Context: an optimization exercise on an open-source flow, tuned for small area and few clock cycles per item. The choices shown serve that exercise and are no tape-out recipe. Function was checked by simulation only, so behaviour that the tests miss may differ from the original. Power is estimated from default activity; no workload was simulated.

Setup of run 1:
==> flow/design.v <==
package ple_pkg;
  localparam int OP_W     = 3;
  localparam int KEY_W    = 32;
  localparam int POS_W    = 8;
  localparam int STATUS_W = 3;
  localparam int FOUND_W  = 4;
  localparam int LEN_W    = 5;
  localparam int IN_DATA_W  = 48;
  localparam int OUT_DATA_W = 16;
  localparam logic [OP_W-1:0] OP_INS_FIRST = 3'd0;
  localparam logic [OP_W-1:0] OP_INS_LAST  = 3'd1;
  localparam logic [OP_W-1:0] OP_INS_AT    = 3'd2;
  localparam logic [OP_W-1:0] OP_DEL_FIRST = 3'd3;
  localparam logic [OP_W-1:0] OP_DEL_LAST  = 3'd4;
  localparam logic [OP_W-1:0] OP_DEL_AT    = 3'd5;
  localparam logic [OP_W-1:0] OP_SEARCH    = 3'd6;
  localparam logic [STATUS_W-1:0] ST_OK       = 3'd0;
  localparam logic [STATUS_W-1:0] ST_BADPOS   = 3'd1;
  localparam logic [STATUS_W-1:0] ST_BEYOND   = 3'd2;
  localparam logic [STATUS_W-1:0] ST_EMPTY    = 3'd3;
  localparam logic [STATUS_W-1:0] ST_FULL     = 3'd4;
  localparam logic [STATUS_W-1:0] ST_NOTFOUND = 3'd5;
endpackage
module ple_cell #(
  parameter int DATA_WIDTH = 32
) (
  input  logic                  clk,
  input  logic                  shift,
  input  logic                  load,
  input  logic [DATA_WIDTH-1:0] key_word,
  input  logic [DATA_WIDTH-1:0] up_data,
  output logic [DATA_WIDTH-1:0] data,
  output logic                  match
);
  logic [DATA_WIDTH-1:0] data_r;
  logic                  hold;
  assign hold = !(shift || load);
  always_ff @(posedge clk) begin
    data_r <= ({DATA_WIDTH{hold}}  & data_r)
            | ({DATA_WIDTH{load}}  & key_word)
            | ({DATA_WIDTH{shift}} & up_data);
  end
  assign match = (data_r == key_word);
  assign data  = data_r;
endmodule
module positional_list_engine #(
  parameter int CAPACITY   = 16,
  parameter int DATA_WIDTH = 32
) (
  input  logic                            clk,
  input  logic                            rst_n,
  input  logic                            in_tvalid,
  output logic                            in_tready,
  input  logic [ple_pkg::IN_DATA_W-1:0]   in_tdata,
  output logic                            out_tvalid,
  input  logic                            out_tready,
  output logic [ple_pkg::OUT_DATA_W-1:0]  out_tdata
);
  logic [2:0]            in_op;
  logic [DATA_WIDTH-1:0] key_word;
  logic [7:0]            in_pos;
  assign in_op    = in_tdata[2:0];
  assign key_word = in_tdata[34:3];
  assign in_pos   = in_tdata[42:35];
  logic in_acc;
  logic out_valid_r;
  assign in_tready = !out_valid_r || out_tready;
  assign in_acc    = in_tvalid && in_tready;
  logic [4:0] count_r;
  logic [3:0] head_r;
  logic       full;
  logic       empty;
  assign full  = count_r[4];
  assign empty = (count_r == 5'd0);
  logic [2:0] dec_status;
  logic       dec_ins;
  logic       dec_del;
  logic       dec_search;
  always_comb begin
    dec_status = ple_pkg::ST_OK;
    dec_ins    = 1'b0;
    dec_del    = 1'b0;
    dec_search = 1'b0;
    case (in_op)
      ple_pkg::OP_INS_FIRST: begin
        if (full) dec_status = ple_pkg::ST_FULL;
        else      dec_ins    = 1'b1;
      end
      ple_pkg::OP_INS_LAST: begin
        if (full) dec_status = ple_pkg::ST_FULL;
        else      dec_ins    = 1'b1;
      end
      ple_pkg::OP_INS_AT: begin
        if (in_pos[7])                    dec_status = ple_pkg::ST_BADPOS;
        else if (in_pos > {3'd0, count_r}) dec_status = ple_pkg::ST_BEYOND;
        else if (full)                    dec_status = ple_pkg::ST_FULL;
        else                              dec_ins    = 1'b1;
      end
      ple_pkg::OP_DEL_FIRST: begin
        if (empty) dec_status = ple_pkg::ST_EMPTY;
        else       dec_del    = 1'b1;
      end
      ple_pkg::OP_DEL_LAST: begin
        if (empty) dec_status = ple_pkg::ST_EMPTY;
        else       dec_del    = 1'b1;
      end
      ple_pkg::OP_DEL_AT: begin
        if (in_pos[7])                         dec_status = ple_pkg::ST_BADPOS;
        else if (in_pos == 8'd0 && empty)      dec_status = ple_pkg::ST_EMPTY;
        else if (in_pos >= {3'd0, count_r})    dec_status = ple_pkg::ST_BEYOND;
        else                                   dec_del    = 1'b1;
      end
      ple_pkg::OP_SEARCH: begin
        dec_search = 1'b1;
      end
      default: begin
      end
    endcase
  end
  logic [3:0] p_eff;
  logic [3:0] cnt_m1;
  assign cnt_m1 = count_r[3:0] - 4'd1;    
  always_comb begin
    case (in_op)
      ple_pkg::OP_INS_LAST: p_eff = count_r[3:0];
      ple_pkg::OP_DEL_LAST: p_eff = cnt_m1;
      ple_pkg::OP_INS_AT,
      ple_pkg::OP_DEL_AT:   p_eff = in_pos[3:0];
      default:              p_eff = 4'd0;
    endcase
  end
  function automatic logic gt4(input logic [3:0] a, input logic [3:0] b);
    logic g;
    g = 1'b0;
    for (int i = 0; i < 4; i++) begin
      g = (a[i] && !b[i]) || ((a[i] || !b[i]) && g);
    end
    gt4 = g;
  endfunction
  logic [CAPACITY-1:0] gt;         
  logic [CAPACITY-1:0] below;      
  logic [CAPACITY-1:0] at_hm1;     
  always_comb begin
    for (int a = 0; a < CAPACITY; a++) begin
      logic [3:0] rel;
      rel = 4'd0;
      for (int h = 0; h < CAPACITY; h++) begin
        if (head_r == 4'(h)) rel = 4'((a - h) & 15);
      end
      gt[a]        = gt4(p_eff, rel);
      at_hm1[a]    = (rel == 4'd15);
    end
    for (int a = 0; a < CAPACITY; a++) begin
      below[a] = cell_live[(a + 1) % CAPACITY] && !at_hm1[a];
    end
  end
  logic [CAPACITY-1:0] cell_shift;
  logic [CAPACITY-1:0] cell_load;
  logic                do_ins;
  logic                do_del;
  assign do_ins = in_acc && dec_ins;
  assign do_del = in_acc && dec_del;
  always_comb begin
    for (int a = 0; a < CAPACITY; a++) begin
      logic gt_up;
      gt_up         = gt[(a + 1) % CAPACITY];
      cell_shift[a] = (do_ins && gt_up) || (do_del && !gt[a] && below[a]);
      cell_load[a]  = do_ins && !gt_up && (gt[a] || at_hm1[a]);
    end
  end
  logic [DATA_WIDTH-1:0] cell_data [CAPACITY];
  logic [CAPACITY-1:0]   cell_match;
  for (genvar g = 0; g < CAPACITY; g++) begin : g_cell
    ple_cell #(
      .DATA_WIDTH (DATA_WIDTH)
    ) u_cell (
      .clk      (clk),
      .shift    (cell_shift[g]),
      .load     (cell_load[g]),
      .key_word (key_word),
      .up_data  (cell_data[(g + 1) % CAPACITY]),
      .data     (cell_data[g]),
      .match    (cell_match[g])
    );
  end
  logic [4:0] count_nxt;
  always_comb begin
    count_nxt = count_r;
    if (in_acc && dec_ins)      count_nxt = count_r + 5'd1;
    else if (in_acc && dec_del) count_nxt = count_r - 5'd1;
  end
  always_ff @(posedge clk) begin
    if (!rst_n) begin
      count_r <= 5'd0;
      head_r  <= 4'd0;
    end else begin
      count_r <= count_nxt;
      if (do_ins) head_r <= head_r - 4'd1;
    end
  end
  logic [CAPACITY-1:0] cell_live;
  logic [CAPACITY-1:0] live_nxt;
  always_comb begin
    for (int a = 0; a < CAPACITY; a++) begin
      logic tail;
      tail        = cell_live[a] && (!cell_live[(a + 1) % CAPACITY] || at_hm1[a]);
      live_nxt[a] = do_ins ? (cell_live[a] || at_hm1[a])
                  : do_del ? (cell_live[a] && !tail)
                  : cell_live[a];
    end
  end
  always_ff @(posedge clk) begin
    if (!rst_n) cell_live <= '0;
    else        cell_live <= live_nxt;
  end
  logic [CAPACITY-1:0] match_live;
  logic [CAPACITY-1:0] match_rot;
  always_comb begin
    match_live = cell_match & cell_live;
    match_rot  = {match_live, match_live} >> head_r;
  end
  logic [2:0]          res_status_r;
  logic [CAPACITY-1:0] res_match_r;
  always_ff @(posedge clk) begin
    if (!rst_n) begin
      out_valid_r <= 1'b0;
    end else if (in_tready) begin
      out_valid_r <= in_tvalid;
    end
  end
  always_ff @(posedge clk) begin
    if (in_acc) begin
      res_status_r <= dec_search ? ple_pkg::ST_NOTFOUND : dec_status;
      res_match_r  <= match_rot;
    end
  end
  logic       hit;
  logic [3:0] hit_idx;
  logic [2:0] out_status;
  logic [3:0] out_found;
  always_comb begin
    hit_idx = 4'd0;
    for (int j = CAPACITY - 1; j >= 0; j--) begin
      if (res_match_r[j]) hit_idx = 4'(j);
    end
    hit        = (res_status_r == ple_pkg::ST_NOTFOUND) && (|res_match_r);
    out_status = hit ? ple_pkg::ST_OK : res_status_r;
    out_found  = hit ? hit_idx : 4'd0;
  end
  assign out_tvalid = out_valid_r;
  assign out_tdata  = {4'd0, count_r, out_found, out_status};
endmodule
==> flow/config.mk <==
export PLATFORM = sky130hd
export DESIGN_NAME = positional_list_engine
export DESIGN_NICKNAME = positional_list_engine
export VERILOG_FILES = /design/flow/design.v
export SDC_FILE = /design/flow/constraint.sdc
export NUM_CORES = 4
export LEC_CHECK = 0
export CAP_MARGIN = 0
export CORE_MARGIN = 2
export CORE_UTILIZATION = 40
export CTS_BUF_LIST = sky130_fd_sc_hd__clkbuf_16
export CTS_CLUSTER_DIAMETER = 90
export CTS_CLUSTER_SIZE = 30
export GPL_TIMING_DRIVEN = 0
export SLEW_MARGIN = 0
export SYNTH_HIERARCHICAL = 1
==> flow/constraint.sdc <==
create_clock -name core_clock -period 3.8 [get_ports {clk}]
set_input_delay 0.7600 -clock core_clock [delete_from_list [all_inputs] [get_ports {clk}]]
set_output_delay 0.7600 -clock core_clock [all_outputs]
set_load 0.01 [all_outputs]
run.sh (not shown) runs the stock make flow with config.mk's settings and CLKGATE_MAP_FILE= SYNTH_SCRIPT=/design/flow/synth_recipe.tcl, a recipe that flattens the netlist after the stock synthesis.
Testbench counts of run 1, summed over its fixed seeds: cycles 12,008, items 12,000.
Input-level comparison between run 2 and run 1:
# run 1
export LEC_CHECK = 0
export CAP_MARGIN = 0
export CORE_MARGIN = 2
export CORE_UTILIZATION = 40
export CTS_BUF_LIST = sky130_fd_sc_hd__clkbuf_16
export CTS_CLUSTER_DIAMETER = 90
export CTS_CLUSTER_SIZE = 30
export GPL_TIMING_DRIVEN = 0
export SLEW_MARGIN = 0
export SYNTH_HIERARCHICAL = 1
create_clock -name core_clock -period 3.8 [get_ports {clk}]
# run 2
export LEC_CHECK = 0
export CAP_MARGIN = 0
export CORE_MARGIN = 2
export CORE_UTILIZATION = 60
export CTS_BUF_LIST = sky130_fd_sc_hd__clkbuf_16
export CTS_CLUSTER_DIAMETER = 80
export CTS_CLUSTER_SIZE = 34
export GPL_TIMING_DRIVEN = 0
export SLEW_MARGIN = 0
export SYNTH_HIERARCHICAL = 1
create_clock -name core_clock -period 3.8 [get_ports {clk}]
Results
- Changes observed in run 2 relative to run 1: hold slack decreased by 27 ps relative to the old numbers, final worst setup slack increased by 11 ps relative to the old numbers, layout-stage area growth over the synthesis result decreased by 1.8 points relative to the old numbers.
- Compared with run 1, in run 2 per-cell routed wire length went up; count of flip-flops and latches now sits at about the same level.
- Run 2 ended up with head_r[1]$_SDFFE_PN0P_ as its worst setup path startpoint; run 1 ended up with in_tdata[1].
--- input diff run 2..run 3 ---
# run 2
export LEC_CHECK = 0
export CAP_MARGIN = 0
export CORE_MARGIN = 2
export CORE_UTILIZATION = 60
export CTS_BUF_LIST = sky130_fd_sc_hd__clkbuf_16
export CTS_CLUSTER_DIAMETER = 80
export CTS_CLUSTER_SIZE = 34
export GPL_TIMING_DRIVEN = 0
export SLEW_MARGIN = 0
export SYNTH_HIERARCHICAL = 1
create_clock -name core_clock -period 3.8 [get_ports {clk}]
# run 3
export LEC_CHECK = 0
export CAP_MARGIN = 0
export CORE_MARGIN = 2
export CORE_UTILIZATION = 40
export CTS_BUF_LIST = sky130_fd_sc_hd__clkbuf_8
export CTS_CLUSTER_DIAMETER = 50
export CTS_CLUSTER_SIZE = 20
export GPL_TIMING_DRIVEN = 0
export SLEW_MARGIN = 0
export SYNTH_HIERARCHICAL = 1
create_clock -name core_clock -period 3.8 [get_ports {clk}]
Notes after the runs:
On cell area after placement: between run 2 and run 3, it ends up lower for run 2.
The endpoint of the most critical setup path comes out count_r[4]$_SDFFE_PN0P_ in one run and g_cell[11].u_cell.data_r[6]$_DFF_P_ in the other, namely in run 3 and run 2 respectively.
Run 2 → run 3: biggest cell delay along the critical path down 240 ps, placer's final routability congestion estimate down 2.6%, power up 3.2%.
Run comparison: run 2 cell at the slowest stage of the critical path sky130_fd_sc_hd__a2111oi_4; run 3 cell at the slowest stage of the critical path sky130_fd_sc_hd__dfxtp_4

-- port drivers added, routing unchanged --
No port has a modelled driver above. Below, the same layouts with a new extraction and two added sets of constraints. Step 1: set_driving_cell puts a clkbuf_16 on clk and a buf_2 on each other input, an assumption about the parent block. Step 2, shift: input delay + t, output delay - t, t = (earliest + latest rising clock arrival at the registers) / 2. This alone moves slack from input paths to output paths. Slacks: no drivers / after step 1 / after step 2; pairs: no drivers / after step 1.
| run | t, ns | slack for setup (ns) | cell pins on the clock port's net |
|---|---|---|---|
| run 1 | 0.697 | 0.094 / 0.101 / -0.560 | 1 |
| run 2 | 0.653 | 0.105 / 0.105 / -0.490 | 1 |
| run 3 | 0.752 | 0.121 / 0.121 / -0.562 | 1 |
Met with ideal ports but missed after step 2: setup timing in every run listed. For run 3, which loses most, drivers alone change the setup slack by 0.000 ns; drivers and shift together by -0.683 ns.
